What follows belongs to an exercise in optimizing a design on an open flow for small area and few clock cycles; a production flow would make more cautious choices. RTL that was checked went through simulation tests only; none was proved equivalent to the original. Function not checked in runs 1 and 2: the RTL went through the layout flow alone. Power is estimated from default activity; no workload was simulated.

<file path="flow/run.sh">
#!/bin/bash
# Own layout flow: the standard flow (standard.sh) with two changes:
#  - synthesis maps the logic with an area-oriented ABC script (flow/abc_speed.script),
#    everything else in synthesis unchanged (same registers, same names);
#  - port buffers use sky130_fd_sc_hd__buf_1 instead of the default buffer cell.
# Every tool writes its full log under orfs/logs/ (ORFS); make's output goes to make_flow.log.
set -euo pipefail
here="$PWD"
rm -rf "$here/scripts_own"
cp -r "$FLOW_HOME/scripts" "$here/scripts_own"
cp "$here/flow/abc_speed.script" "$here/scripts_own/abc_speed.script"
export BUFFER_PORTS_ARGS="-buffer_cell sky130_fd_sc_hd__buf_1"
bash standard.sh "SCRIPTS_DIR=$here/scripts_own" "BUFFER_PORTS_ARGS=$BUFFER_PORTS_ARGS" finish > "$here/make_flow.log" 2>&1
</file>
<file path="flow/abc_speed.script">
&get -n
&st
&dch
&nf
&st
&syn2
&if -g -K 6
&synch2
&nf
&st
&dch -f
&nf -a
&put
buffer -c
topo
stime -c
upsize -c
dnsize -c
</file>
<file path="standard.sh">
#!/bin/bash
# synth_recipe.tcl (not shown) runs the flow's synth.tcl, then flattens the netlist and writes it again
# the make line also repeats each setting of config.mk as NAME=value (left out here)
make -C /OpenROAD-flow-scripts/flow DESIGN_CONFIG=/design/flow/config.mk WORK_HOME=/design/flow/orfs CLKGATE_MAP_FILE= SYNTH_SCRIPT=/design/flow/synth_recipe.tcl "${@:-finish}"
</file>
<file path="config.mk">
export PLATFORM = sky130hd
export DESIGN_NAME = led_pattern_sequencer
export DESIGN_NICKNAME = led_pattern_sequencer
export VERILOG_FILES = /design/flow/design.v
export SDC_FILE = /design/flow/constraint.sdc
export NUM_CORES = 4
export LEC_CHECK = 0
export CAP_MARGIN = 20
export CORE_MARGIN = 2
export CORE_UTILIZATION = 55
export CTS_BUF_LIST = sky130_fd_sc_hd__clkbuf_16
export CTS_CLUSTER_DIAMETER = 80
export CTS_CLUSTER_SIZE = 20
export GPL_TIMING_DRIVEN = 0
export SLEW_MARGIN = 20
</file>
<file path="constraint.sdc">
create_clock -name core_clock -period 10.0 [get_ports {i_clk}]
set_input_delay 2.0000 -clock core_clock [delete_from_list [all_inputs] [get_ports {i_clk}]]
set_output_delay 2.0000 -clock core_clock [all_outputs]
set_load 0.01 [all_outputs]
</file>
<file path="design.v">
package lps_pkg;
    localparam logic [2:0] SP_100 = 3'd0;
    localparam logic [2:0] SP_1   = 3'd1;
    localparam logic [2:0] SP_2   = 3'd2;
    localparam logic [2:0] SP_3   = 3'd3;
    localparam logic [2:0] SP_20  = 3'd4;
    localparam logic [2:0] SP_0   = 3'd5;
    function automatic logic [6:0] speed_value(input logic [2:0] code);
        logic [6:0] s;
        case (code)
            SP_100:  s = 7'd100;
            SP_1:    s = 7'd1;
            SP_2:    s = 7'd2;
            SP_3:    s = 7'd3;
            SP_20:   s = 7'd20;
            default: s = 7'd0;
        endcase
        speed_value = s;
    endfunction
    function automatic logic [31:0] xorshift(input logic [31:0] x);
        logic [31:0] y;
        y = x ^ (x << 13);
        y = y ^ (y >> 17);
        y = y ^ (y << 5);
        xorshift = y;
    endfunction
    function automatic logic [23:0] palette(input logic [3:0] idx);
        logic [23:0] c;
        case (idx)
            4'd0:    c = {8'd255, 8'd0,   8'd0};
            4'd1:    c = {8'd255, 8'd127, 8'd0};
            4'd2:    c = {8'd255, 8'd130, 8'd0};
            4'd3:    c = {8'd0,   8'd255, 8'd0};
            4'd4:    c = {8'd0,   8'd0,   8'd255};
            4'd5:    c = {8'd75,  8'd0,   8'd130};
            4'd6:    c = {8'd148, 8'd0,   8'd211};
            4'd7:    c = {8'd255, 8'd255, 8'd255};
            4'd8:    c = {8'd255, 8'd20,  8'd147};
            default: c = 24'd0;
        endcase
        palette = c;
    endfunction
    function automatic logic [3:0] next_pattern(input logic [3:0] p, input logic [3:0] um);
        logic [3:0] n;
        case (p)
            4'd8:    n = um[0] ? 4'd9 : um[1] ? 4'd10 : um[2] ? 4'd11 : um[3] ? 4'd12 : 4'd0;
            4'd9:    n = um[1] ? 4'd10 : um[2] ? 4'd11 : um[3] ? 4'd12 : 4'd0;
            4'd10:   n = um[2] ? 4'd11 : um[3] ? 4'd12 : 4'd0;
            4'd11:   n = um[3] ? 4'd12 : 4'd0;
            4'd0:    n = 4'd1;
            4'd1:    n = 4'd2;
            4'd2:    n = 4'd3;
            4'd3:    n = 4'd4;
            4'd4:    n = 4'd5;
            4'd5:    n = 4'd6;
            4'd6:    n = 4'd7;
            4'd7:    n = 4'd8;
            default: n = 4'd0;
        endcase
        next_pattern = n;
    endfunction
    function automatic logic [24:0] radd(input logic [23:0] a, input logic [23:0] b, input logic cin);
        logic [24:0] s;
        logic        c;
        c = cin;
        for (int i = 0; i < 24; i++) begin
            s[i] = a[i] ^ b[i] ^ c;
            c    = (a[i] & b[i]) | (a[i] & c) | (b[i] & c);
        end
        s[24] = c;
        radd = s;
    endfunction
    function automatic logic [31:0] bk_sub(input logic [31:0] a, input logic [31:0] b);
        logic [31:0] g, p, gg, pp, d;
        g  = a & ~b;
        p  = a ^ ~b;
        gg = g;
        pp = p;
        gg[0] = g[0] | p[0];
        for (int l = 1; l < 32; l = l * 2) begin
            for (int i = 2 * l - 1; i < 32; i += 2 * l) begin
                gg[i] = gg[i] | (pp[i] & gg[i - l]);
                pp[i] = pp[i] & pp[i - l];
            end
        end
        for (int l = 8; l >= 1; l = l / 2) begin
            for (int i = 3 * l - 1; i < 32; i += 2 * l) begin
                gg[i] = gg[i] | (pp[i] & gg[i - l]);
                pp[i] = pp[i] & pp[i - l];
            end
        end
        d[0] = ~p[0];
        for (int i = 1; i < 32; i++) d[i] = p[i] ^ gg[i - 1];
        bk_sub = d;
    endfunction
    function automatic logic [2:0] step5(input logic [2:0] r, input logic [3:0] n);
        logic [24:0] s, t;
        logic [4:0]  k;
        s = radd({21'd0, r}, {20'd0, n}, 1'b0);
        if (s[4:0] >= 5'd15)      k = 5'd17;    
        else if (s[4:0] >= 5'd10) k = 5'd22;    
        else if (s[4:0] >= 5'd5)  k = 5'd27;    
        else                      k = 5'd0;
        t = radd({19'd0, s[4:0]}, {19'd0, k}, 1'b0);
        step5 = t[2:0];
    endfunction
    function automatic logic [3:0] step13(input logic [3:0] r, input logic [3:0] n);
        logic [24:0] s1, s, t;
        logic [5:0]  k;
        s1 = radd({20'd0, r}, {19'd0, r, 1'b0}, 1'b0);
        s  = radd({18'd0, s1[5:0]}, {20'd0, n}, 1'b0);
        if (s[5:0] >= 6'd39)      k = 6'd25;    
        else if (s[5:0] >= 6'd26) k = 6'd38;    
        else if (s[5:0] >= 6'd13) k = 6'd51;    
        else                      k = 6'd0;
        t = radd({18'd0, s[5:0]}, {18'd0, k}, 1'b0);
        step13 = t[3:0];
    endfunction
    function automatic logic [3:0] addmod9(input logic [3:0] a, input logic [3:0] b);
        logic [24:0] s, t;
        s = radd({20'd0, a}, {20'd0, b}, 1'b0);
        t = radd({20'd0, s[3:0]}, 24'd7, 1'b0);    
        addmod9 = (s[4:0] >= 5'd9) ? t[3:0] : s[3:0];
    endfunction
    function automatic logic [3:0] mod9(input logic [7:0] c);
        logic [24:0] s1, s2, t;
        logic [4:0]  k;
        s1 = radd({21'd0, c[2:0]}, {22'd0, c[7:6]}, 1'b0);         
        s2 = radd({20'd0, s1[3:0]}, {21'd0, ~c[5:3]}, 1'b1);       
        if (s2[4:0] >= 5'd17)     k = 5'd15;    
        else if (s2[4:0] >= 5'd8) k = 5'd24;    
        else                      k = 5'd1;     
        t = radd({19'd0, s2[4:0]}, {19'd0, k}, 1'b0);
        mod9 = t[3:0];
    endfunction
endpackage
module lps_ctrl
(
    input  logic       i_clk,
    input  logic       i_rst_n,
    input  logic       i_start,
    input  logic [7:0] i_g,
    input  logic [6:0] i_lvl,
    output logic [7:0] o_q,
    output logic       o_valid
);
    logic [7:0]  r_q;
    logic [6:0]  r_r;
    logic [2:0]  r_n;
    logic [24:0] w_t, w_t2, w_q;
    logic [2:0]  w_k;
    logic [6:0]  w_neg;
    assign o_q     = r_q;
    assign o_valid = (r_n == 3'd7);
    always_comb begin
        w_t = lps_pkg::radd({15'd0, r_r, 1'b0}, {16'd0, i_lvl[3'd6 - r_n] ? i_g : 8'd0}, 1'b0);
        if (w_t[8:0] >= 9'd400)      begin w_k = 3'd4; w_neg = 7'd112; end   
        else if (w_t[8:0] >= 9'd300) begin w_k = 3'd3; w_neg = 7'd84;  end   
        else if (w_t[8:0] >= 9'd200) begin w_k = 3'd2; w_neg = 7'd56;  end   
        else if (w_t[8:0] >= 9'd100) begin w_k = 3'd1; w_neg = 7'd28;  end   
        else                         begin w_k = 3'd0; w_neg = 7'd0;   end
        w_t2 = lps_pkg::radd({17'd0, w_t[6:0]}, {17'd0, w_neg}, 1'b0);
        w_q  = lps_pkg::radd({16'd0, r_q[6:0], 1'b0}, {21'd0, w_k}, 1'b0);
    end
    always_ff @(posedge i_clk) begin
        if (!i_rst_n || i_start) begin
            r_q <= '0;
            r_r <= '0;
            r_n <= '0;
        end else if (r_n != 3'd7) begin
            r_q <= w_q[7:0];
            r_r <= w_t2[6:0];
            r_n <= r_n + 3'd1;
        end
    end
endmodule
module lps_rnd
(
    input  logic        i_clk,
    input  logic        i_rst_n,
    input  logic        i_start,
    input  logic [31:0] i_x1,
    input  logic [31:0] i_x2,
    output logic [3:0]  o_m13,
    output logic [3:0]  o_m10a,
    output logic [3:0]  o_m10b,
    output logic        o_valid
);
    logic [3:0] r_r13;
    logic [2:0] r_r5a, r_r5b;
    logic [3:0] r_n;
    logic [3:0] w_n1, w_n2;
    assign w_n1 = i_x1[4 * (3'd7 - r_n[2:0]) +: 4];
    assign w_n2 = i_x2[4 * (3'd7 - r_n[2:0]) +: 4];
    assign o_valid = r_n[3];
    assign o_m13   = r_r13;
    assign o_m10a  = (r_r5a[0] == i_x1[0]) ? {1'b0, r_r5a} : {1'b0, r_r5a} + 4'd5;
    assign o_m10b  = (r_r5b[0] == i_x2[0]) ? {1'b0, r_r5b} : {1'b0, r_r5b} + 4'd5;
    always_ff @(posedge i_clk) begin
        if (!i_rst_n || i_start) begin
            r_r13 <= '0;
            r_r5a <= '0;
            r_r5b <= '0;
            r_n   <= '0;
        end else if (!r_n[3]) begin
            r_r13 <= lps_pkg::step13(r_r13, w_n1);
            r_r5a <= lps_pkg::step5(r_r5a, w_n1);
            r_r5b <= lps_pkg::step5(r_r5b, w_n2);
            r_n   <= r_n + 4'd1;
        end
    end
endmodule
module lps_dp
(
    input  logic [3:0]  i_pat,
    input  logic [7:0]  i_arg,      
    input  logic [3:0]  i_pix,
    input  logic [23:0] i_base,
    input  logic [23:0] i_rnd,      
    output logic [23:0] o_rgb
);
    logic [7:0]  w_w, w_k;
    logic [24:0] w_sum;
    logic        w_b1, w_b2;
    logic [23:0] w_wheel;
    logic        w_on;
    logic [3:0]  w_pal, w_mirror;
    always_comb begin
        w_w   = (i_arg == 8'd255) ? 8'd0 : i_arg;
        w_b1  = (w_w >= 8'd85);
        w_b2  = (w_w >= 8'd170);
        w_sum = lps_pkg::radd({16'd0, w_w}, {16'd0, w_w[6:0], w_b1}, w_b2);
        w_k   = w_sum[7:0];
        if (!w_b1)      w_wheel = {w_k, ~w_k, 8'd0};
        else if (!w_b2) w_wheel = {~w_k, 8'd0, w_k};
        else            w_wheel = {8'd0, w_k, ~w_k};
    end
    always_comb begin
        case (i_pix)
            4'd0:    w_mirror = 4'd8;
            4'd1:    w_mirror = 4'd7;
            4'd2:    w_mirror = 4'd6;
            4'd3:    w_mirror = 4'd5;
            4'd4:    w_mirror = 4'd4;
            4'd5:    w_mirror = 4'd3;
            4'd6:    w_mirror = 4'd2;
            4'd7:    w_mirror = 4'd1;
            default: w_mirror = 4'd0;
        endcase
    end
    assign w_pal = i_pat[0] ? lps_pkg::addmod9(i_pix, i_arg[3:0]) : i_arg[3:0];
    always_comb begin
        case (i_pat)
            4'd1, 4'd2: w_on = (i_arg == {4'd0, i_pix});
            4'd3:       w_on = (i_arg == 8'd0);
            4'd4, 4'd8: w_on = 1'b1;
            4'd5:       w_on = (i_arg[3:0] == i_pix) || (i_arg[7:4] == i_pix);
            4'd6:       w_on = (i_arg[7:2] == 6'd0) && (i_arg[3:0] == i_pix || i_arg[3:0] == w_mirror);
            4'd7:       w_on = ((i_arg != 8'd0) == !i_pix[0]);
            default:    w_on = 1'b0;
        endcase
        case (i_pat)
            4'd9, 4'd12: o_rgb = lps_pkg::palette(w_pal);
            4'd10:   o_rgb = i_rnd;
            4'd11:   o_rgb = w_wheel;
            default: o_rgb = w_on ? i_base : 24'd0;
        endcase
    end
endmodule
module led_pattern_sequencer
(
    input  logic        i_clk,
    input  logic        i_rst_n,
    input  logic        i_cfg_we,
    input  logic [2:0]  i_cfg_idx,
    input  logic [31:0] i_cfg_data,
    input  logic        i_in_valid,
    output logic        o_in_stall,
    input  logic [1:0]  i_kind,
    input  logic [31:0] i_now_ms,
    input  logic [3:0]  i_pattern_id,
    output logic        o_out_valid,
    input  logic        i_out_stall,
    output logic [3:0]  o_pixel_index,
    output logic [7:0]  o_red,
    output logic [7:0]  o_green,
    output logic [7:0]  o_blue,
    output logic [7:0]  o_brightness,
    output logic [3:0]  o_pattern_shown,
    output logic        o_last
);
    logic [7:0]  r_base_r, r_base_g, r_base_b, r_gbri;
    logic [15:0] r_frame_int;
    logic [31:0] r_rot_int;
    logic [3:0]  r_unlock;
    logic [31:0] r_rng;
    logic [3:0]  r_pattern;
    logic [7:0]  r_c;
    logic [2:0]  r_speed;
    logic [31:0] r_last_frame, r_last_rot;
    logic        r_ca, r_hold, r_rel;
    logic [3:0]  r_rel_cnt;
    logic [7:0]  r_strip;
    logic [22:0] r_period;
    logic [2:0]  r_pcnt;
    logic        r_pbusy;
    logic        r_ov;
    logic [3:0]  r_pix;
    logic [3:0]  r_opat;
    logic [7:0]  r_oarg;
    logic [31:0] w_x1, w_x2, w_x3;
    logic [3:0]  w_m13, w_m10a, w_m10b;
    logic        w_mvalid, w_rng_chg;
    logic [31:0] w_diff;
    logic        w_need_rc, w_sel, w_cmp;
    logic        r_phase, r_rotf;
    logic        w_due, w_rot_time, w_rot;
    logic        w_take, w_out_free, w_p10_busy, w_ok, w_acc;
    logic        w_tick, w_frame, w_cfg;
    logic [7:0]  w_bq;
    logic        w_bvalid, w_bstart;
    logic [6:0]  w_lvl, w_sv;
    logic [24:0] w_pnext;
    logic        w_pstart;
    logic [2:0]  w_pcode;
    logic        r_bflag;
    logic [7:0]  n_c, n_arg;
    logic        n_ca;
    logic [2:0]  n_speed;
    logic [23:0] w_rgb;
    assign w_x1 = lps_pkg::xorshift(r_rng);
    assign w_x2 = lps_pkg::xorshift(w_x1);
    assign w_x3 = lps_pkg::xorshift(w_x2);
    assign w_need_rc  = w_tick && (n_ca || r_ca);
    assign w_sel      = !r_phase && w_need_rc;
    assign w_diff     = lps_pkg::bk_sub(i_now_ms, w_sel ? r_last_rot : r_last_frame);
    assign w_cmp      = (w_diff >= (w_sel ? r_rot_int : {9'd0, r_period}));
    assign w_due      = w_cmp;
    assign w_rot_time = r_phase && r_rotf;
    assign w_take     = r_ov && !i_out_stall;
    assign w_out_free = !r_ov || (w_take && r_pix == 4'd8);
    assign w_p10_busy = r_ov && (r_opat == 4'd10);
    assign w_tick = (i_kind == 2'd0);
    always_comb begin
        w_ok = 1'b1;
        if (i_kind == 2'd2) w_ok = w_mvalid && !w_p10_busy;
        else if (w_tick) begin
            if (w_sel || r_pbusy) w_ok = 1'b0;
            else if (w_due) begin
                w_ok = w_out_free;
                if (r_pattern == 4'd8 && !w_bvalid) w_ok = 1'b0;
                if ((r_pattern == 4'd5 || r_pattern == 4'd12) && (w_p10_busy || !w_mvalid)) w_ok = 1'b0;
            end
        end
    end
    assign w_acc      = i_in_valid && w_ok;
    assign o_in_stall = i_in_valid && !w_ok;
    assign w_frame    = w_acc && w_tick && w_due;
    assign w_cfg      = i_cfg_we;
    always_comb begin
        n_c     = r_c;
        n_ca    = r_ca;
        n_speed = lps_pkg::SP_100;
        n_arg   = r_c;
        case (r_pattern)
            4'd1: begin
                n_speed = lps_pkg::SP_1;
                n_ca    = (r_c >= 8'd9);
                n_c     = (r_c >= 8'd9) ? 8'd0 : r_c + 8'd1;
            end
            4'd2: begin
                n_speed = lps_pkg::SP_1;
                n_ca    = (r_c == 8'd0);
                n_c     = (r_c == 8'd0) ? 8'd10 : r_c - 8'd1;
            end
            4'd3: begin
                n_speed = lps_pkg::SP_3;
                n_c     = (r_c != 8'd0) ? 8'd0 : 8'd1;
            end
            4'd4: n_speed = lps_pkg::SP_20;
            4'd5: begin
                n_speed = lps_pkg::SP_1;
                n_arg   = {w_m10b, w_m10a};
            end
            4'd6: begin
                n_speed = lps_pkg::SP_2;
                if (r_c >= 8'd4) begin
                    n_c  = 8'd0;
                    n_ca = 1'b1;
                end else begin
                    n_c = r_c + 8'd1;
                end
            end
            4'd7: begin
                n_speed = lps_pkg::SP_2;
                n_c     = (r_c != 8'd0) ? 8'd0 : 8'd1;
            end
            4'd8: begin
                n_speed = lps_pkg::SP_0;
                n_ca    = (r_c >= 8'd199);
                n_c     = (r_c >= 8'd199) ? 8'd0 : r_c + 8'd1;
            end
            4'd9: begin
                n_speed = lps_pkg::SP_2;
                n_c     = (r_c >= 8'd9) ? 8'd0 : r_c + 8'd1;
                n_arg   = {4'd0, lps_pkg::mod9(r_c)};
            end
            4'd10: n_speed = lps_pkg::SP_1;
            4'd11: begin
                n_speed = lps_pkg::SP_1;
                n_ca    = (r_c == 8'd255);
                n_c     = r_c + 8'd1;
            end
            4'd12: begin
                n_speed = lps_pkg::SP_2;
                n_c     = {4'd0, w_m10a};
                n_arg   = {4'd0, w_m10a};
            end
            default: ;
        endcase
    end
    assign w_rot = w_acc && w_tick && w_rot_time && (w_due ? n_ca : r_ca);
    assign w_lvl    = (r_c > 8'd200) ? 7'd0 : (r_c > 8'd100) ? 7'(8'd200 - r_c) : r_c[6:0];
    assign w_bstart = w_frame || w_rot || (w_cfg && i_cfg_idx == 3'd3);
    lps_ctrl u_bri (
        .i_clk   (i_clk),
        .i_rst_n (i_rst_n),
        .i_start (w_bstart),
        .i_g     (r_gbri),
        .i_lvl   (w_lvl),
        .o_q     (w_bq),
        .o_valid (w_bvalid)
    );
    assign w_rng_chg = (w_cfg && i_cfg_idx == 3'd7)
                    || (w_take && r_opat == 4'd10)
                    || (w_acc && i_kind == 2'd2)
                    || (w_frame && (r_pattern == 4'd5 || r_pattern == 4'd12));
    lps_rnd u_rnd (
        .i_clk   (i_clk),
        .i_rst_n (i_rst_n),
        .i_start (w_rng_chg),
        .i_x1    (w_x1),
        .i_x2    (w_x2),
        .o_m13   (w_m13),
        .o_m10a  (w_m10a),
        .o_m10b  (w_m10b),
        .o_valid (w_mvalid)
    );
    always_ff @(posedge i_clk) begin
        if (!i_rst_n || !i_in_valid || w_acc) begin
            r_phase <= 1'b0;
        end else if (w_sel) begin
            r_phase <= 1'b1;
            r_rotf  <= w_cmp;
        end
    end
    assign w_sv     = lps_pkg::speed_value(r_speed);
    assign w_pnext  = lps_pkg::radd({r_period[21:0], 1'b0}, {8'd0, w_sv[3'd6 - r_pcnt] ? r_frame_int : 16'd0}, 1'b0);
    assign w_pstart = (w_frame && n_speed != r_speed) || (w_cfg && i_cfg_idx == 3'd4);
    assign w_pcode  = w_frame ? n_speed : r_speed;
    always_ff @(posedge i_clk) begin
        if (!i_rst_n) begin
            r_period <= 23'd100;
            r_pcnt   <= '0;
            r_pbusy  <= 1'b0;
        end else if (w_pstart) begin
            r_period <= '0;
            case (w_pcode)
                lps_pkg::SP_100: r_pcnt <= 3'd0;
                lps_pkg::SP_20:  r_pcnt <= 3'd2;
                lps_pkg::SP_1:   r_pcnt <= 3'd6;
                default:         r_pcnt <= 3'd5;
            endcase
            r_pbusy  <= (w_pcode != lps_pkg::SP_0);
        end else if (r_pbusy) begin
            r_period <= w_pnext[22:0];
            r_pcnt   <= r_pcnt + 3'd1;
            if (r_pcnt == 3'd6) r_pbusy <= 1'b0;
        end
    end
    always_ff @(posedge i_clk) begin
        if (!i_rst_n) begin
            r_base_r     <= 8'd255;
            r_base_g     <= 8'd255;
            r_base_b     <= 8'd255;
            r_gbri       <= 8'd30;
            r_frame_int  <= 16'd100;
            r_rot_int    <= 32'd10000;
            r_unlock     <= '0;
            r_rng        <= 32'd1;
            r_pattern    <= 4'd1;
            r_c          <= '0;
            r_speed      <= lps_pkg::SP_1;
            r_last_frame <= '0;
            r_last_rot   <= '0;
            r_ca         <= 1'b1;
            r_hold       <= 1'b0;
            r_rel        <= 1'b0;
            r_rel_cnt    <= '0;
            r_strip      <= 8'd30;
            r_bflag      <= 1'b0;
            r_ov         <= 1'b0;
        end else begin
            if (w_cfg) begin
                case (i_cfg_idx)
                    3'd0: r_base_r    <= i_cfg_data[7:0];
                    3'd1: r_base_g    <= i_cfg_data[7:0];
                    3'd2: r_base_b    <= i_cfg_data[7:0];
                    3'd3: r_gbri      <= i_cfg_data[7:0];
                    3'd4: r_frame_int <= i_cfg_data[15:0];
                    3'd5: r_rot_int   <= i_cfg_data;
                    3'd6: r_unlock    <= i_cfg_data[3:0];
                    default: r_rng    <= i_cfg_data;
                endcase
            end
            if (w_take) begin
                if (r_pix == 4'd8) r_ov <= 1'b0;
                if (r_opat == 4'd10) r_rng <= w_x3;
            end
            if (!r_ov && r_bflag) begin
                r_strip <= r_gbri;
                r_bflag <= 1'b0;
            end
            if (w_acc && !w_tick) begin
                r_rel  <= 1'b1;
                r_hold <= (i_kind == 2'd1);
                if (i_kind == 2'd1)
                    r_pattern <= (i_pattern_id > 4'd12) ? 4'd12 : i_pattern_id;
                else if (i_kind == 2'd2) begin
                    r_pattern <= w_m13;
                    r_rng     <= w_x1;
                end
            end
            if (w_frame) begin
                r_last_frame <= i_now_ms;
                r_c          <= n_c;
                r_ca         <= n_ca;
                r_speed      <= n_speed;
                r_strip <= (r_pattern == 4'd8) ? w_bq : r_bflag ? r_gbri : r_strip;
                r_bflag <= 1'b0;
                if (r_pattern == 4'd5)  r_rng   <= w_x2;
                if (r_pattern == 4'd12) r_rng   <= w_x1;
                r_ov <= 1'b1;
            end
            if (w_rot) begin
                r_last_rot <= i_now_ms;
                r_bflag    <= 1'b1;
                if (!r_hold) begin
                    r_pattern <= lps_pkg::next_pattern(r_pattern, r_unlock);
                    r_c       <= '0;
                end else if (r_rel) begin
                    if (r_rel_cnt >= 4'd10) begin
                        r_rel     <= 1'b0;
                        r_hold    <= 1'b0;
                        r_rel_cnt <= '0;
                    end else begin
                        r_rel_cnt <= r_rel_cnt + 4'd1;
                    end
                end
            end
        end
    end
    always_ff @(posedge i_clk) begin
        if (w_frame) begin
            r_pix   <= '0;
            r_opat  <= r_pattern;
            r_oarg  <= n_arg;
        end else if (w_take) begin
            r_pix <= r_pix + 4'd1;
        end
    end
    lps_dp u_pix (
        .i_pat  (r_opat),
        .i_arg  (r_oarg),
        .i_pix  (r_pix),
        .i_base ({r_base_r, r_base_g, r_base_b}),
        .i_rnd  ({w_x1[7:0], w_x2[7:0], w_x3[7:0]}),
        .o_rgb  (w_rgb)
    );
    assign o_out_valid     = r_ov;
    assign o_pixel_index   = r_pix;
    assign o_last          = (r_pix == 4'd8);
    assign o_red           = w_rgb[23:16];
    assign o_green         = w_rgb[15:8];
    assign o_blue          = w_rgb[7:0];
    assign o_brightness    = r_strip;
    assign o_pattern_shown = r_opat;
endmodule
</file>
==> results.toml, run 1 <==
[yosys]
synth_area_leaders = "dfxtp_1 (26%), nor2_1 (9.4%), ha_1 (9.0%)"
synthesis.nets = 3062
synth_top_area_share_pct = 25.6
ys.flop_type = "dfxtp_1"
syn-cell-area_um2 = 21900
synth_common_cells = "nor2_1 (552), o21ai_0 (303), dfxtp_1 (280)"
yosysSeqAreaShare_pct = 27.3
ys_ff_latch = 293
syn_area_per_cell_um2 = 7.94
synth_edf_count = 13
synth-async-reset-ratio_pct = 0
synth.distinct_cells = 78
yosys.area.top_type = "dfxtp_1"
synthCells = 2764
yosys_warnings = 4
yosysMostFrequentCell = "nor2_1"

[critical_path]
crit_fanout = 3
crit_end = "o_in_stall"
crit_slowest_cell = "o41a_1"
crit-reg2reg-launch = "r_c[6]"
r2r_cells = 42
critical_path_class = "in2out"
crit_path_end_kind = "primary output"
r2r_setup_slack_ns = 0.38
required_ns = 8.00
slowest_delay_ns = 0.42
r2r_end = "r_rng[18]"
critPathLaunch = "i_kind[1]"
critPathLaunchType = "input port"
crit_arrival_ns = 8.38
crit_top_cell = "a21o_1"

[floorplanning]
fp.coreArea_um2 = 39500
ios = 121
rows = 73
die_height_um = 204
die_w_um = 204
die-area_um2 = 41500
initial_core_util_pct = 55.5

[drt]
drtIter0Drc = 2001
dr.pass1.iters = 8
vias_per_cell = 6.07
drt_wl_total_um = 78400
drcViolationCount = 0
num_vias = 21100
wl_per_cell_um = 22.5
antenna_left = 0

[final_layout]
fin_nets = 3241
layout-drive-gt1-share_pct = 7.14
area_growth_pct = 11.2
final_area_um2 = 24400

[place]
gp_congestion = 0.994
portBuffers = 116
dp.final_hpwl_um = 60800
placedInstanceArea_um2 = 23100

[power]
vdd_ir_drop_max_mv = 0.326
p_leak_nw = 9.54
power_density_nw_per_um2 = 235

[sta]
slew_headroom_pct = 22.0
fmax_ghz = 0.0963
hold_viol = 0
maxSlewViolCount = 0
setup_slack_ns = -0.379
setup_viol = 1
setup_tns_ns = -0.379
worst_slew_pin_slew_ns = 1.16
finalCritPeriodShare_pct = 104
rsz0062_at_grt = "true"
skew_ns = 0.0330
post-route-min-period_ns = 10.38

[clock_tree]
cts_tree = "yes"
clkSinkCount = 293
clock_path_buffers = 3
cts_max_level = 1
clkTransAtPathRegs_ns = 0.08
clock_latency_ns = 0.57
clock-root-buffer = "clkbuf_16"
cts_made_buffers = 23

[global_route]
grt_max_degree = 22
grt_pass1_vias = 20200
antenna_found_initial = 1
grtUsageTotal_pct = 37.1
globalRouteOverflowTotal = 0
grt_pass1_wl_um = 118000

[status]
violatedChecks = "negative setup slack"
status = "finished with violations"

[min_path]
min_path_type = "reg2reg"

[run]
max-cap-violations = 0
## routing by layer
metal,track usage (%),part of all wire [%],vias up
li1,-,-,9870
met3,4.73,7.9,234
met5,0,0.0077,-
met4,20.8,6.4,2
met2,59.9,45,976
met1,48.2,41,10100
## final cells by class
cell class              count  area, um2
diodes                      1       2.50
plain buffers             146        781
clock buffers              24        601
clock inverters            13        139
fillers                  3662      15100
inverters                 104        390
multi-input cells        2218      15100
flip-flops and latches    293       6010
well taps                 525        657
repair buffers            157        744
## registers in the layout, indices dropped and copies added (netlist names), 16 cells and up, named ones only
signal	count
r_last_frame	32
r_last_rot	32
r_rng	32
r_rot_int	32
r_period	23
r_frame_int	16
## power by group
part	total, mW	leakage (nW)	internal [mW]	switching [mW]
sequential	1.36	2.39	1.26	0.0965
combinational	3.42	6.78	1.32	2.11
clock	0.955	0.370	0.456	0.499
total	5.73	9.54	3.03	2.70
## repair_timing
| action | CTS | global route |
|---|---|---|
| gates resized for setup | 52 | 21 |
| setup endpoints to repair | 160 | 4 |
| pin swaps | 35 | 27 |
| setup buffers | 32 | 9 |
| hold buffers | 0 | 0 |
## through the flow
stage | setup slack, ns | power (mW) | utilization (%) | cells | hold WS, ns
2_1_floorplan | 0.0166 | 3.83 | - | 2764 | 0.429
3_3_place_gp | -1.23 | 4.61 | 58.4 | 3405 | 0.456
3_5_place_dp | -1.31 | 4.67 | 58.4 | 3405 | 0.466
4_1_cts | -0.230 | 5.65 | 61.4 | 3472 | 0.484
5_1_grt | -0.664 | 6.09 | 61.7 | 3480 | 0.508
6_report | -0.379 | 5.73 | 61.7 | 3481 | 0.480
## cell families (layout without fill, tap and decap cells)
logic type,Yosys count,in the layout,share of synthesized area (%)
xor+xnor,259,259,11.8
flops,293,293,27.3
compound gates,749,749,19.9
mux,94,94,4.35
other cells,0,1,0
simple gates,896,896,17.1
buf+inv,253,444,4.85
fa+ha+maj,220,220,14.7
## layout by cell type, fill, tap and decap left out, types with 16 or more instances in the layout
cell type	count
xnor2_1	125
nand2_1	168
a22oi_1	26
buf_2	17
a211oi_1	24
xor2_1	99
buf_1	122
fa_1	60
xnor2_2	22
clkbuf_16	27
nand3_1	34
a21oi_1	190
a21o_1	20
clkbuf_1	100
mux2i_1	92
o21ai_0	300
ha_1	155
dfxtp_1	272
nand2b_1	23
a31oi_1	16
and2_1	28
nor3_1	21
buf_4	43
inv_1	103
nor2_1	544
o22ai_1	71
## how the worst min path moves through the flow
stage	start	to	slack, ns	cells after the start
after global placement	r_frame_int[13]	r_frame_int[13]	0.46	2
after floorplan	r_pattern[2]	r_opat[2]	0.43	0
final	r_frame_int[11]	r_frame_int[11]	0.48	2
after global routing	r_last_frame[19]	r_last_frame[19]	0.51	2
after CTS	r_frame_int[11]	r_frame_int[11]	0.48	2
after detailed placement	r_frame_int[11]	r_frame_int[11]	0.47	2
## worst max-delay path: cells and delay by family
| family | cells | cell delay, ns |
|---|---|---|
| adder cells (fa/ha/maj) | 3 | 1.02 |
| AND/OR/NAND/NOR | 4 | 0.58 |
| buffers and inverters | 5 | 0.66 |
| multiplexers | 1 | 0.28 |
| AO/OA/AOI/OAI | 18 | 3.52 |
| XOR/XNOR | 2 | 0.29 |
==> run 2, diff against run 1 <==
--- a/design.v
+++ b/design.v
@@ -70,6 +70,35 @@
         s[24] = c;
         radd = s;
     endfunction
+    function automatic logic gp_tree(input logic [31:0] g, input logic [31:0] p);
+        logic [31:0] gg, pp;
+        gg = g;
+        pp = p;
+        for (int w = 16; w >= 1; w = w / 2) begin
+            for (int i = 0; i < w; i++) begin
+                gg[i] = gg[2 * i + 1] | (pp[2 * i + 1] & gg[2 * i]);
+                pp[i] = pp[2 * i + 1] & pp[2 * i];
+            end
+        end
+        gp_tree = gg[0];
+    endfunction
+    function automatic logic time_ge(input logic [31:0] t, input logic [31:0] s, input logic [31:0] x);
+        logic [31:0] ns, nx, sm, cy, g, p;
+        logic        co, brw;
+        ns = ~s;
+        nx = ~x;
+        sm = t ^ ns ^ nx;
+        cy = (t & ns) | (t & nx) | (ns & nx);
+        g[0] = 1'b1;                  
+        p[0] = 1'b0;
+        for (int i = 1; i < 32; i++) begin
+            g[i] = sm[i] & cy[i - 1];
+            p[i] = sm[i] | cy[i - 1];
+        end
+        co  = gp_tree(g, p);
+        brw = gp_tree(~t & s, ~(t ^ s));
+        time_ge = brw ? (co | cy[31]) : (co & cy[31]);
+    endfunction
     function automatic logic [31:0] bk_sub(input logic [31:0] a, input logic [31:0] b);
         logic [31:0] g, p, gg, pp, d;
         g  = a & ~b;
@@ -311,8 +340,7 @@
     logic [31:0] w_x1, w_x2, w_x3;
     logic [3:0]  w_m13, w_m10a, w_m10b;
     logic        w_mvalid, w_rng_chg;
-    logic [31:0] w_diff;
-    logic        w_need_rc, w_sel, w_cmp;
+    logic        w_selm, w_sel, w_cmp;
     logic        r_phase, r_rotf;
     logic        w_due, w_rot_time, w_rot;
     logic        w_take, w_out_free, w_p10_busy, w_ok, w_acc;
@@ -331,10 +359,10 @@
     assign w_x1 = lps_pkg::xorshift(r_rng);
     assign w_x2 = lps_pkg::xorshift(w_x1);
     assign w_x3 = lps_pkg::xorshift(w_x2);
-    assign w_need_rc  = w_tick && (n_ca || r_ca);
-    assign w_sel      = !r_phase && w_need_rc;
-    assign w_diff     = lps_pkg::bk_sub(i_now_ms, w_sel ? r_last_rot : r_last_frame);
-    assign w_cmp      = (w_diff >= (w_sel ? r_rot_int : {9'd0, r_period}));
+    assign w_selm     = !r_phase && (n_ca || r_ca);
+    assign w_sel      = w_tick && w_selm;
+    assign w_cmp      = lps_pkg::time_ge(i_now_ms, w_selm ? r_last_rot : r_last_frame,
+                                         w_selm ? r_rot_int : {9'd0, r_period});
     assign w_due      = w_cmp;
     assign w_rot_time = r_phase && r_rotf;
     assign w_take     = r_ov && !i_out_stall;
==> flow/abc_speed.script (replaced) <==
&get -n
&st
&syn2
&dch -f
&nf -a
&st
&syn2
&dch -f
&nf -a
&st
&syn2
&dch -f
&nf -a
&put
==> run 2 against run 1 <==
Compared with the run above: the run now finishes clean; critical path depth fell by 15; utilization barely moved; setup slack improved by 0.99 ns; routed wire length fell by 14%.
==> results.toml, run 2 <==
[yosys]
synthCells = 2581
syn_area_per_cell_um2 = 8.18
syn-cell-area_um2 = 21100
synthesis.nets = 2878
yosysSeqAreaShare_pct = 28.4
yosys.area.top_type = "dfxtp_1"
yosys_warnings = 4
synth-async-reset-ratio_pct = 0
synth_top_area_share_pct = 26.6
synth_area_leaders = "dfxtp_1 (27%), ha_1 (8.4%), fa_1 (7.3%)"
synth.distinct_cells = 66
ys_ff_latch = 293
synth_edf_count = 13
ys.flop_type = "dfxtp_1"
yosysMostFrequentCell = "nor2_1"
synth_common_cells = "nor2_1 (348), nand2_1 (310), dfxtp_1 (280)"

[drt]
dr.pass1.iters = 5
wl_per_cell_um = 20.6
drcViolationCount = 0
antenna_left = 0
drtIter0Drc = 1676
drt_wl_total_um = 67500
num_vias = 19900
vias_per_cell = 6.08

[sta]
rsz0062_at_grt = "false"
setup_tns_ns = 0
maxSlewViolCount = 0
setup_slack_ns = 0.615
post-route-min-period_ns = 9.38
slew_headroom_pct = 18.0
fmax_ghz = 0.107
worst_slew_pin_slew_ns = 1.23
skew_ns = 0.0259
hold_viol = 0
setup_viol = 0
finalCritPeriodShare_pct = 93.8

[clock_tree]
cts_max_level = 1
clock-root-buffer = "clkbuf_16"
post_cts_buffers = 0
holdBufCountCts = 0
post_cts_resized = 0
clkTransAtPathRegs_ns = 0.09
clock_latency_ns = 0.56
clock_path_buffers = 3
cts_tree = "yes"
cts_made_buffers = 22
clkSinkCount = 293

[critical_path]
critical_path_class = "reg2out"
critPathLaunchType = "flop"
required_ns = 8.00
crit_path_end_kind = "primary output"
crit_fanout = 27
crit_arrival_ns = 7.38

[final_layout]
final_common_cell = "nor2_1"
layout_common_cells = "nor2_1 (344), nand2_1 (310), dfxtp_1 (278)"
layout-drive-gt1-share_pct = 2.65
area_growth_pct = 10.3
fill_cells = 3443
fin_nets = 3042

[power]
power_density_nw_per_um2 = 243
vdd_ir_drop_max_mv = 0.298
p_leak_nw = 8.78

[global_route]
grt_pass1_vias = 18400
globalRouteOverflowTotal = 0
antenna_found_initial = 3
grt_max_degree = 83
grtUsageTotal_pct = 33.6
grt_pass1_wl_um = 105000

[floorplanning]
ios = 121
die-area_um2 = 40000
rows = 71
initial_core_util_pct = 55.9
die_w_um = 200
fp.coreArea_um2 = 37800
die_height_um = 200

[status]
status = "timing/DRC/antenna clean"

[place]
place_ws_ns = 1.08
gp_congestion = 0.975
portBuffers = 120
dp.final_hpwl_um = 50400

[run]
max-cap-violations = 0

[min_path]
min_path_type = "reg2reg"
## run 2: changes by cell type after synthesis, moves of 103 or more
cell	change
nor2_1	-204
clkinv_1	+151
nand2_1	+140
o21ai_0	-138
clkbuf_1	-112
inv_1	-103
## run 2: power by group
part,total [mW],leakage (nW),internal (mW),switching (mW)
clock,0.918,0.356,0.434,0.484
combinational,3.38,6.04,1.29,2.10
sequential,1.36,2.38,1.25,0.102
total,5.66,8.78,2.98,2.68
## run 2: path summary, 6_finish.rpt
path,from,to,slack (ns),depth (start not counted)
setup reg to reg,r_pcnt[0],r_period[22],1.08,34
hold reg to reg,r_strip[6],r_strip[6],0.45,2
hold / removal,r_strip[6],r_strip[6],0.45,2
setup / recovery,r_c[4],o_in_stall,0.62,18
## run 2: metal layers
metal | up-vias | track usage, % | share of wire (%)
li1 | 9492 | - | -
met1 | 9490 | 47.0 | 45
met2 | 773 | 54.6 | 45
met3 | 116 | 4.12 | 7.0
met4 | 2 | 9.68 | 2.8
met5 | - | 0 | 0.024
## run 2: kinds of logic (layout without fill, tap and decap cells)
kind of cell    Yosys count  after routing  synth area share [%]
xor+xnor                230            230                  9.54
buf+inv                 151            328                  2.68
fa+ha+maj               219            219                  15.7
simple gates            887            887                  18.1
compound gates          709            709                  21.0
mux                      92             92                  4.59
other cells               0              2                     0
flops                   293            293                  28.4
## run 2: final cells by class
type                    count  area, um2  share of cell area (%)
repair buffers            140        751                    3.22
flip-flops and latches    293       6000                    25.8
clock buffers              23        576                    2.47
diodes                      2       5.00                  0.0215
inverters                 151        577                    2.48
clock inverters            14        120                   0.516
multi-input cells        2137      14600                    62.8
well taps                 511        639                    2.75
## run 2: worst max-delay path, cell delays in order (launching register included)
cell	delay, ns
dfxtp_1	0.51
or4_1	0.74
or4_1	0.45
a211o_1	0.32
o31a_2	0.35
buf_12	0.18
buf_16	0.18
buf_12	0.18
mux2_1	0.37
fa_1	0.46
a22o_1	0.27
a221oi_1	0.28
a41oi_1	0.24
o311ai_0	0.53
or2_0	0.56
nand3_1	0.55
nor2_1	0.29
o21a_1	0.15
buf_1	0.15
## run 2: stage by stage
| stage | hold WS, ns | cells | util, % | power, mW | cell area [um2] |
|---|---|---|---|---|---|
| finish | 0.450 | 3271 | 61.7 | 5.66 | 23300 |
| global route | 0.471 | 3271 | 61.7 | 6.05 | 23300 |
| CTS | 0.452 | 3268 | 61.6 | 5.60 | 23300 |
| detailed placement | 0.437 | 3231 | 59.8 | 4.68 | 22600 |
| global placement | 0.430 | 3212 | 58.8 | 4.62 | 22200 |
| floorplan | 0.420 | 2581 | - | 3.85 | 21100 |
==> run 3, diff against run 2 <==
--- a/design.v
+++ b/design.v
@@ -253,7 +253,7 @@
     logic        w_b1, w_b2;
     logic [23:0] w_wheel;
     logic        w_on;
-    logic [3:0]  w_pal, w_mirror;
+    logic [3:0]  w_pal;
     always_comb begin
         w_w   = (i_arg == 8'd255) ? 8'd0 : i_arg;
         w_b1  = (w_w >= 8'd85);
@@ -264,19 +264,6 @@
         else if (!w_b2) w_wheel = {~w_k, 8'd0, w_k};
         else            w_wheel = {8'd0, w_k, ~w_k};
     end
-    always_comb begin
-        case (i_pix)
-            4'd0:    w_mirror = 4'd8;
-            4'd1:    w_mirror = 4'd7;
-            4'd2:    w_mirror = 4'd6;
-            4'd3:    w_mirror = 4'd5;
-            4'd4:    w_mirror = 4'd4;
-            4'd5:    w_mirror = 4'd3;
-            4'd6:    w_mirror = 4'd2;
-            4'd7:    w_mirror = 4'd1;
-            default: w_mirror = 4'd0;
-        endcase
-    end
     assign w_pal = i_pat[0] ? lps_pkg::addmod9(i_pix, i_arg[3:0]) : i_arg[3:0];
     always_comb begin
         case (i_pat)
@@ -284,7 +271,7 @@
             4'd3:       w_on = (i_arg == 8'd0);
             4'd4, 4'd8: w_on = 1'b1;
             4'd5:       w_on = (i_arg[3:0] == i_pix) || (i_arg[7:4] == i_pix);
-            4'd6:       w_on = (i_arg[7:2] == 6'd0) && (i_arg[3:0] == i_pix || i_arg[3:0] == w_mirror);
+            4'd6:       w_on = (i_arg[7:2] == 6'd0) && (i_arg[3:0] == i_pix || i_arg[3:0] == 4'd8 - i_pix);
             4'd7:       w_on = ((i_arg != 8'd0) == !i_pix[0]);
             default:    w_on = 1'b0;
         endcase
@@ -340,8 +327,8 @@
     logic [31:0] w_x1, w_x2, w_x3;
     logic [3:0]  w_m13, w_m10a, w_m10b;
     logic        w_mvalid, w_rng_chg;
-    logic        w_selm, w_sel, w_cmp;
-    logic        r_phase, r_rotf;
+    logic        w_mca, w_sel, w_cmp;
+    logic        r_phase, r_duef;
     logic        w_due, w_rot_time, w_rot;
     logic        w_take, w_out_free, w_p10_busy, w_ok, w_acc;
     logic        w_tick, w_frame, w_cfg;
@@ -359,12 +346,12 @@
     assign w_x1 = lps_pkg::xorshift(r_rng);
     assign w_x2 = lps_pkg::xorshift(w_x1);
     assign w_x3 = lps_pkg::xorshift(w_x2);
-    assign w_selm     = !r_phase && (n_ca || r_ca);
-    assign w_sel      = w_tick && w_selm;
-    assign w_cmp      = lps_pkg::time_ge(i_now_ms, w_selm ? r_last_rot : r_last_frame,
-                                         w_selm ? r_rot_int : {9'd0, r_period});
-    assign w_due      = w_cmp;
-    assign w_rot_time = r_phase && r_rotf;
+    assign w_cmp      = lps_pkg::time_ge(i_now_ms, r_phase ? r_last_rot : r_last_frame,
+                                         r_phase ? r_rot_int : {9'd0, r_period});
+    assign w_due      = r_phase ? r_duef : w_cmp;
+    assign w_mca      = w_due ? n_ca : r_ca;
+    assign w_sel      = w_tick && !r_phase && !r_pbusy && w_mca;
+    assign w_rot_time = r_phase && w_cmp;
     assign w_take     = r_ov && !i_out_stall;
     assign w_out_free = !r_ov || (w_take && r_pix == 4'd8);
     assign w_p10_busy = r_ov && (r_opat == 4'd10);
@@ -447,7 +434,7 @@
             default: ;
         endcase
     end
-    assign w_rot = w_acc && w_tick && w_rot_time && (w_due ? n_ca : r_ca);
+    assign w_rot = w_acc && w_tick && w_rot_time && w_mca;
     assign w_lvl    = (r_c > 8'd200) ? 7'd0 : (r_c > 8'd100) ? 7'(8'd200 - r_c) : r_c[6:0];
     assign w_bstart = w_frame || w_rot || (w_cfg && i_cfg_idx == 3'd3);
     lps_ctrl u_bri (
@@ -479,7 +466,7 @@
             r_phase <= 1'b0;
         end else if (w_sel) begin
             r_phase <= 1'b1;
-            r_rotf  <= w_cmp;
+            r_duef  <= w_cmp;
         end
     end
     assign w_sv     = lps_pkg::speed_value(r_speed);
==> flow/abc_speed.script (replaced) <==
&get -n
&st
&syn2
&dch -f
&nf -a
&st
&syn2
&dch -f
&nf -a
&st
&syn2
&dch -f
&nf -a
&put
buffer -c
topo
stime -c
upsize -c
dnsize -c
==> run 3 against run 2 <==
Compared with the run above: still clean on timing, DRC and antenna; routed wire length rose by 12%; worst hold slack improved by 0.0028 ns; clock-buffer cell count did not move; global-route usage rose by 2.6 points; via count rose by 3.3%; die area rose by 3.3%; first-iteration DRC count rose by 11%; non-clock buffer count rose by 113; utilization fell by 0.76 points; cell area rose by 1.8%; register-to-register slack improved by 0.16 ns; fmax rose by 7.1%; largest cell class unchanged; largest power group unchanged.
==> results.toml, run 3 <==
[status]
status = "timing/DRC/antenna clean"

[sta]
maxSlewViolCount = 0
rsz0062_at_grt = "false"
skew_ns = 0.0212
setup_viol = 0
post-route-min-period_ns = 8.76
hold_slack_ns = 0.453
finalCritPeriodShare_pct = 87.6
fmax_ghz = 0.114
hold_viol = 0
worst_slew_pin_slew_ns = 1.08
setup_tns_ns = 0
slew_headroom_pct = 27.5

[yosys]
synth_area_leaders = "dfxtp_1 (25%), ha_1 (8.7%), fa_1 (7.1%)"
synth_edf_count = 13
synth-async-reset-ratio_pct = 0
ys.flop_type = "dfxtp_1"
synthCells = 2745
synth_common_cells = "nor2_1 (348), nand2_1 (296), dfxtp_1 (276)"
yosysMostFrequentCell = "nor2_1"
yosys_warnings = 4
ys_ff_latch = 289
synthesis.nets = 3052
yosysSeqAreaShare_pct = 27.1
synth.distinct_cells = 78
syn-cell-area_um2 = 21800
syn_area_per_cell_um2 = 7.95
synth_top_area_share_pct = 25.3
yosys.area.top_type = "dfxtp_1"

[global_route]
grt_max_degree = 22
grtUsageTotal_pct = 36.2
globalRouteOverflowTotal = 0
grt_pass1_wl_um = 116000
antenna_found_initial = 4
grt_pass1_vias = 20000

[critical_path]
crit_slowest_cell = "dfxtp_1"
crit_path_end_kind = "flop"
r2r_cells = 35
critPathLaunchType = "flop"
path_buf_inv = 5
critPathTopFamily = "adder cells"
r2r_end = "r_period[22]"
crit_fanout = 10
required_ns = 10.48
slowest_delay_ns = 0.46
crit-reg2reg-launch = "r_pcnt[0]"
path_depth = 35
crit_top_cell = "fa_1"
r2r_setup_slack_ns = 1.24
critical_path_class = "reg2reg"
crit_arrival_ns = 9.24

[drt]
dr.pass1.iters = 8
drtIter0Drc = 1867
drcViolationCount = 0
vias_per_cell = 6.00
antenna_left = 0
num_vias = 20500
wl_per_cell_um = 22.0
drt_wl_total_um = 75300

[final_layout]
multi_input_area_um2 = 14600
final_area_um2 = 23700
layout_common_cells = "nor2_1 (348), nand2_1 (296), dfxtp_1 (276)"
fin_nets = 3196
fill_cells = 3617
final_common_cell = "nor2_1"
layout-drive-gt1-share_pct = 3.62
area_growth_pct = 8.67
final_cells = 3421
regArea_um2 = 5920

[place]
dp.cells = 3382
placedInstanceArea_um2 = 22900
dp.final_hpwl_um = 59200
gp_congestion = 1.04
portBuffers = 117

[floorplanning]
fp.coreArea_um2 = 38900
ios = 121
initial_core_util_pct = 56.1
rows = 72
die-area_um2 = 41300
die_w_um = 203
die_height_um = 203

[clock_tree]
clock_path_buffers = 3
cts_tree = "yes"
clkSinkCount = 289
post_cts_buffers = 0
clkTransAtPathRegs_ns = 0.09
cts_max_level = 1
cts_made_buffers = 23
post_cts_resized = 0
holdBufCountCts = 0
clock-root-buffer = "clkbuf_16"
clock_latency_ns = 0.57

[run]
max-cap-violations = 0

[power]
power_density_nw_per_um2 = 198
vdd_ir_drop_max_mv = 0.285
p_leak_nw = 9.50

[min_path]
hold-path-endpoint = "r_last_rot[0]"
min_path_cells = 2
min_path_type = "reg2reg"
hold_start = "r_last_rot[0]"
==> run 3: worst reg2reg max path, delay by kind of cell (launching register included) <==
family,cells,cell delay [ns]
AND/OR/NAND/NOR,2,0.32
flip-flops,1,0.46
XOR/XNOR,2,0.38
buffers and inverters,5,0.53
adder cells (fa/ha/maj),22,6.42
AO/OA/AOI/OAI,4,0.58
==> run 3: worst max path at each step <==
stage                     startpoint      endpoint  slack [ns]
after floorplan            r_pcnt[0]  r_period[22]        2.10
after global placement     r_pcnt[0]  r_period[22]        1.44
after detailed placement   r_pcnt[0]  r_period[22]        1.30
after CTS                  r_pcnt[0]  r_period[22]        1.27
after global routing          r_c[0]  u_bri.r_r[6]        0.82
final                      r_pcnt[0]  r_period[22]        1.24
==> run 3: cells by family (layout without fill, tap and decap cells) <==
group	count (synthesis)	after routing	share of synthesized area, %
multiplexers	75	75	3.48
XOR/XNOR	241	241	10.6
AND/OR/NAND/NOR	835	835	16.3
AO/OA/AOI/OAI	736	736	20.7
flip-flops	289	289	27.1
other	0	2	0
adder cells (fa/ha/maj)	231	231	15.9
buffers and inverters	338	494	5.96
==> run 3: through the flow <==
step / util, % / worst slack, ns / total power, mW
after global placement: 58.9 / 1.44 / 3.64
after CTS: 60.9 / 1.27 / 4.66
after detailed placement: 58.9 / 1.30 / 3.69
after global routing: 60.9 / 0.822 / 4.98
after floorplan: - / 2.10 / 3.06
final: 60.9 / 1.24 / 4.71
==> run 3: area by class of cell <==
class	instances	share of cell area, %
tap	518	2.73
sequential	289	24.9
inverter	204	3.23
buffer	134	2.25
clock inverter	14	0.786
multi-input combinational	2118	61.7
timing repair buffer	119	1.92
clock buffer	23	2.43
antenna	2	0.0211
==> run 3: routing by layer <==
layer  GRT usage, %  vias up  part of all wire, %
li1               -     9630                    -
met1           47.8     9801                   42
met2           58.8      904                   46
met3           6.25      189                  8.2
met4           14.7        4                  4.4
met5              0        -                0.028
==> run 3: report_power, final <==
group | total [mW] | leakage (nW) | internal, mW | switching (mW)
sequential | 1.30 | 2.36 | 1.23 | 0.0737
clock | 0.976 | 0.377 | 0.469 | 0.507
combinational | 2.43 | 6.75 | 0.920 | 1.51
total | 4.71 | 9.50 | 2.62 | 2.09
Testbench counts of run 3, summed over its fixed seeds: cycles 34,724.
==> run 4, diff against run 3 <==
==> flow/abc_speed.script (replaced) <==
&get -n
&st
&syn2
&dch -f
&nf -a
&st
&syn2
&dch -f
&nf -a
&st
&syn2
&dch -f
&nf -a
&put
==> run 4 against run 3 <==
Compared with the run above: fmax shrank 7.3%; sequential share of layout area rose by 0.46 points; cell area shrank 1.7%; die area decreased by 3.5%; still clean.
==> results.toml, run 4 <==
[sta]
maxSlewViolCount = 0
slew_headroom_pct = 24.4
setup_tns_ns = 0
setup_slack_ns = 0.543
rsz0062_at_grt = "false"
hold_slack_ns = 0.440
worst_slew_pin_slew_ns = 1.13
post-route-min-period_ns = 9.46
hold_viol = 0
fmax_ghz = 0.106
finalCritPeriodShare_pct = 94.6
setup_viol = 0
skew_ns = 0.0303

[power]
power_density_nw_per_um2 = 195
p_int_mw = 2.57
p_leak_nw = 8.73
pwr-share-comb_pct = 50.4
vdd_ir_drop_max_mv = 0.252
power_switching_share_pct = 43.6
seqPwrFrac_pct = 29.1
clkPwrFrac_pct = 20.5
p_switching_mw = 1.99

[yosys]
syn_area_per_cell_um2 = 8.06
yosys.area.top_type = "dfxtp_1"
yosysMostFrequentCell = "nor2_1"
synth_top_area_share_pct = 26.3
synth_top_family_by_area = "compound AO/OA/AOI/OAI gates"
yosys.area_share.simple_pct = 16.7
synthCells = 2611
ys_ff_latch = 289
synth_fa_ha_area_share_pct = 16.5
ys.flop_type = "dfxtp_1"
synth.mux.area_fraction_pct = 3.61
yosys_warnings = 4
synth.distinct_cells = 61
yosysSeqAreaShare_pct = 28.1
synthesis.nets = 2918
synth_xor_xnor_area_share_pct = 10.0
synth_common_cells = "nor2_1 (349), nand2_1 (297), dfxtp_1 (276)"
synth-async-reset-ratio_pct = 0
syn-cell-area_um2 = 21000
synth_compound_area_share_pct = 21.4
synth_edf_count = 13
synth_area_leaders = "dfxtp_1 (26%), ha_1 (9.0%), fa_1 (7.3%)"

[place]
dp.cells = 3266
place_ws_ns = 0.984
gp_congestion = 0.976
portBuffers = 120
dp.final_hpwl_um = 50400

[global_route]
use_met1_pct = 45.6
grt_pass1_wl_um = 104000
antenna_found_initial = 3
globalRouteMet3Util_pct = 4.64
grt_pass1_vias = 18700
grtUsageTotal_pct = 33.5
grt-busiest-layer = "met2"
grt_use_met2_pct = 54.4
globalRouteOverflowTotal = 0
grt_max_degree = 92

[critical_path]
required_ns = 8.00
crit_slowest_cell = "edfxtp_1"
r2r_cells = 34
slowest_delay_ns = 0.59
crit_fanout = 18
r2r_end = "r_period[22]"
critPathTopFamily = "compound AO/OA/AOI/OAI gates"
critPathLaunchType = "flop"
crit_top_cell = "o21ai_0"
crit_arrival_ns = 7.46
crit_path_end_kind = "primary output"
r2r_setup_slack_ns = 1.43
critical_path_class = "reg2out"
crit-reg2reg-launch = "r_pcnt[0]"
path_buf_inv = 6

[final_layout]
area_growth_pct = 10.8
fin_nets = 3087
layout_common_cells = "nor2_1 (346), nand2_1 (297), dfxtp_1 (273)"
layout-drive-gt1-share_pct = 2.94
final_util_pct = 61.9
final_common_cell = "nor2_1"
final_cells = 3305

[floorplanning]
die_height_um = 200
fp.coreArea_um2 = 37700
rows = 71
initial_core_util_pct = 55.9
die_w_um = 200
ios = 121
die-area_um2 = 39800

[clock_tree]
post_cts_buffers = 0
holdBufCountCts = 0
cts_tree = "yes"
clock_latency_ns = 0.57
clock_path_buffers = 3
post_cts_resized = 0
clkSinkCount = 289
cts_max_level = 1
cts_made_buffers = 22
clock-root-buffer = "clkbuf_16"
clkTransAtPathRegs_ns = 0.08

[drt]
drcViolationCount = 0
drt_wl_total_um = 66100
vias_per_cell = 5.96
dr.pass1.iters = 5
antenna_left = 0
wl_per_cell_um = 20.0
drtIter0Drc = 1578
num_vias = 19700

[min_path]
hold-path-endpoint = "r_last_rot[17]"
min_path_cells = 2
hold_start = "r_last_rot[17]"
min_path_type = "reg2reg"

[run]
max-cap-violations = 0

[status]
status = "timing/DRC/antenna clean"
-- run 4: cell count changes after synthesis, moves of 9 or more --
cell      change
and2_1       -29
clkbuf_1    -108
buf_2        -10
buf_1        -11
xnor2_2      -14
xor2_1        +9
inv_1       -202
xnor2_1      +15
clkinv_1    +204
xor2_2        -9
and2_0       +29
-- run 4: worst max path at each step --
stage	depth (start not counted)	slack, ns	endpoint	startpoint
finish	27	0.54	o_green[7]	r_oarg[3]
global route	27	0.14	o_green[7]	r_oarg[3]
global placement	17	-4.76	u_rnd.r_r5b[0]	r_phase
floorplan	17	0.58	u_rnd.r_n[0]	r_phase
CTS	27	0.61	o_green[7]	r_oarg[1]
detailed placement	18	0.98	r_period[0]	i_now_ms[20]
-- run 4: tightest hold or removal path: cells and delay by family (launching register included) --
| kind | cells | cell delay (ns) |
|---|---|---|
| buffers and inverters | 1 | 0.04 |
| DFF | 1 | 0.31 |
| AOI/OAI and AO/OA | 1 | 0.05 |
-- run 4: area by class of cell --
class	instances	area, um2
Multi-Input combinational cell	2118	14500
Fill cell	3535	14400
Sequential cell	289	5920
Timing Repair Buffer	145	791
Inverter	204	776
Tap cell	511	639
Clock buffer	22	551
Clock inverter	13	163
Antenna cell	3	7.51
-- run 4: cells by family (layout without fill, tap and decap cells) --
| logic type | count (synthesis) | in the layout |
|---|---|---|
| xor gates and xnor gates | 241 | 241 |
| and+or+nand+nor | 835 | 835 |
| buffers and inverters | 204 | 384 |
| other | 0 | 3 |
| adders and majority gates | 231 | 231 |
| DFF | 289 | 289 |
| muxes | 75 | 75 |
| AOI/OAI and AO/OA | 736 | 736 |
-- run 4: power groups by stage --
stage          Combinational (mW)  Clock [mW]  Sequential, mW
3_5_place_dp                 2.25           0            1.35
6_report                     2.30       0.932            1.32
4_1_cts                      2.27       0.949            1.32
5_1_grt                      2.54       0.990            1.33
3_3_place_gp                 2.20           0            1.35
2_1_floorplan                1.71           0            1.32
-- run 4: through the flow --
stage | total power [mW] | cell area, um2
floorplan | 3.03 | 21000
global placement | 3.55 | 22100
detailed placement | 3.60 | 22600
CTS | 4.54 | 23300
global route | 4.86 | 23300
finish | 4.55 | 23300
-- run 4: per-layer routing --
metal | up-vias | wire length (um)
met2 | 740 | 30100
met5 | - | 0
met1 | 9377 | 29200
li1 | 9456 | -
met4 | 0 | 2260
met3 | 125 | 4570
==> run 5, diff against run 4 <==
==> flow/abc_speed.script (replaced) <==
&get -n
&st
&syn2
&dch -f
&nf -a
&st
&syn2
&dch -f
&nf -a
&put
==> run 5 against run 4 <==
Compared with the run above: still clean on timing, DRC and antenna; first-iteration DRC count decreased by 13%; total power is 49% higher; area after synthesis about the same; via count is 1.7% lower; global-route usage is 1.2 points lower; register-to-register slack got worse by 0.09 ns; setup slack improved by 0.078 ns; clock-buffer cell count increased by 1; cell count down 1.1%; highest routed layer unchanged.
==> results.toml, run 5 <==
[status]
status = "timing/DRC/antenna clean"

[critical_path]
critPathTopFamily = "compound AO/OA/AOI/OAI gates"
crit_slowest_cell = "edfxtp_1"
path_buf_inv = 5
crit_top_cell = "o21ai_0"
required_ns = 8.00
slowest_delay_ns = 0.63
crit_fanout = 11
critical_path_class = "reg2out"
critPathLaunchType = "flop"
crit_path_end_kind = "primary output"
crit_arrival_ns = 7.38

[clock_tree]
clock_path_buffers = 3
clock-root-buffer = "clkbuf_16"
cts_tree = "yes"
cts_max_level = 1
holdBufCountCts = 0
clkTransAtPathRegs_ns = 0.09
clkSinkCount = 289
cts_made_buffers = 23
clock_latency_ns = 0.57

[global_route]
globalRouteOverflowTotal = 0
grt_pass1_wl_um = 101000
grt_pass1_vias = 18700
grtUsageTotal_pct = 32.2
antenna_found_initial = 0
grt_max_degree = 75

[drt]
wl_per_cell_um = 19.7
wl_met2_um = 29900
drcViolationCount = 0
num_vias = 19400
drt_wl_total_um = 64300
drtIter0Drc = 1375
vias_per_cell = 5.93
wl_met1_um = 27800
antenna_left = 0
dr.max_layer_used = "met4"
route.met3.wl_um = 3440
dr.pass1.iters = 6

[sta]
rsz0062_at_grt = "false"
skew_ns = 0.0231
setup_tns_ns = 0
worst_slew_pin_slew_ns = 1.13
hold_viol = 0
maxSlewViolCount = 0
slew_headroom_pct = 24.5
fmax_ghz = 0.107
finalCritPeriodShare_pct = 93.8
post-route-min-period_ns = 9.38
setup_viol = 0

[power]
pwr-share-comb_pct = 65.9
power_density_nw_per_um2 = 291
p_int_mw = 3.47
p_switching_mw = 3.34
power_switching_share_pct = 49.0
power_mw = 6.81
p_leak_nw = 8.61
seqPwrFrac_pct = 19.6
vdd_ir_drop_max_mv = 0.237
clkPwrFrac_pct = 14.5

[place]
dp.cells = 3224
dp.final_hpwl_um = 48200
gp_congestion = 0.953
portBuffers = 120
placedInstanceArea_um2 = 22500

[yosys]
ys_ff_latch = 289
synth_edf_count = 13
synth_area_leaders = "dfxtp_1 (26%), ha_1 (9.0%), fa_1 (7.3%)"
synth-async-reset-ratio_pct = 0
ys.flop_type = "dfxtp_1"
syn-cell-area_um2 = 21100
yosysMostFrequentCell = "nor2_1"
synthesis.nets = 2884
yosys_warnings = 4
synthCells = 2577
yosysSeqAreaShare_pct = 28.1
syn_area_per_cell_um2 = 8.17
yosys.area.top_type = "dfxtp_1"
synth_common_cells = "nor2_1 (348), nand2_1 (287), dfxtp_1 (276)"
synth.distinct_cells = 57
synth_top_area_share_pct = 26.2

[run]
max-cap-violations = 0

[final_layout]
layout_common_cells = "nor2_1 (344), nand2_1 (287), dfxtp_1 (274)"
diodes = 0
area_growth_pct = 11.0
fill_cells = 3509
final_cells = 3267
layout-drive-gt1-share_pct = 2.72
final_common_cell = "nor2_1"
final_area_um2 = 23400
fin_nets = 3050

[floorplanning]
initial_core_util_pct = 55.9
die_height_um = 200
rows = 71
ios = 121
fp.coreArea_um2 = 37700
die_w_um = 200
die-area_um2 = 39900

[min_path]
min_path_type = "reg2reg"
[run 5: per-stage QoR]
stage | util, % | hold slack (ns) | setup slack [ns]
after floorplan | - | 0.432 | 0.0760
after global placement | 58.8 | 0.447 | -5.45
after detailed placement | 59.8 | 0.452 | 0.875
after CTS | 61.9 | 0.471 | 0.254
after global routing | 62.0 | 0.486 | 0.140
final | 62.0 | 0.468 | 0.621
[run 5: power groups by stage]
stage	registers (mW)	logic (mW)	clock network, mW
floorplan	1.33	3.31	0
global placement	1.36	4.29	0
detailed placement	1.36	4.37	0
CTS	1.33	4.42	1.01
global route	1.34	4.88	1.05
finish	1.33	4.49	0.989
[run 5: worst paths after layout]
path           startpoint           end  slack [ns]  cells after the start
max             r_oarg[1]    o_green[7]        0.62                     27
min          u_bri.r_r[2]  u_bri.r_r[2]        0.47                      2
max reg2reg     r_pcnt[0]  r_period[22]        1.34                     33
min reg2reg  u_bri.r_r[2]  u_bri.r_r[2]        0.47                      2
[run 5: metal layers]
layer	GRT usage [%]	vias to the layer above
li1	-	9387
met1	41.4	9239
met2	54.5	587
met3	3.73	150
met4	14.2	0
met5	0	-
[run 5: worst reg2reg max path, delay by kind of cell, from the launching register on]
kind,cells,cell delay [ns]
simple gates,2,0.46
xor+xnor,2,0.46
flops,1,0.38
buf+inv,4,0.27
fa+ha+maj,22,6.33
compound gates,3,0.63
[run 5: logic make-up (layout without fill, tap and decap cells)]
kind of cell,Yosys count,in the layout,share of synthesized area [%]
simple gates,895,895,18.4
compound gates,660,660,19.5
flops,289,289,28.1
xor+xnor,241,241,10.0
fa+ha+maj,229,229,16.4
buf+inv,168,347,3.00
mux,95,95,4.64
[run 5: cell type report]
class	instances	area, um2	area share [%]
tap	511	639	2.74
inverter	168	641	2.74
clock buffer	23	576	2.46
timing repair buffer	141	795	3.40
clock inverter	15	194	0.830
sequential	289	5920	25.3
multi-input combinational	2120	14600	62.5
[run 5: timing repair]
action	CTS	global route
endpoints found under the setup margin	0	4
gates resized for setup	0	1
setup buffers	0	4

[port drivers added, routing unchanged]
No port has a modelled driver above. Below, the same layouts with a new extraction and two added sets of constraints.
Step 1 assumes that a clkbuf_16 drives the clock port and a buf_2 every other input.
Step 2 adds t to the input delays and takes it off the output delays; t is the mean of the earliest and latest rising clock arrival at the registers after step 1. Input paths then give back, and output paths get back, about the clock's delay inside the block.
a / b / c = ideal / step 1 / step 2; a / b = the first two.
run	t, ns	setup slack, ns	clock arrival spread, ns	worst data-port slew with drivers (ns)	pins driven straight from the clock port
run 1	0.613	-0.379 / -0.423 / -0.423	0.033 / 0.033	0.06	1
run 2	0.607	0.615 / 0.556 / 1.076	0.028 / 0.028	0.10	1
run 3	0.615	1.237 / 1.237 / 1.237	0.021 / 0.021	0.10	1
run 4	0.611	0.543 / 0.487 / 0.938	0.031 / 0.031	0.10	1
run 5	0.609	0.621 / 0.567 / 0.825	0.023 / 0.023	0.06	1
For run 1, which loses most, drivers alone change the setup slack by -0.044 ns; drivers and shift together by -0.044 ns.
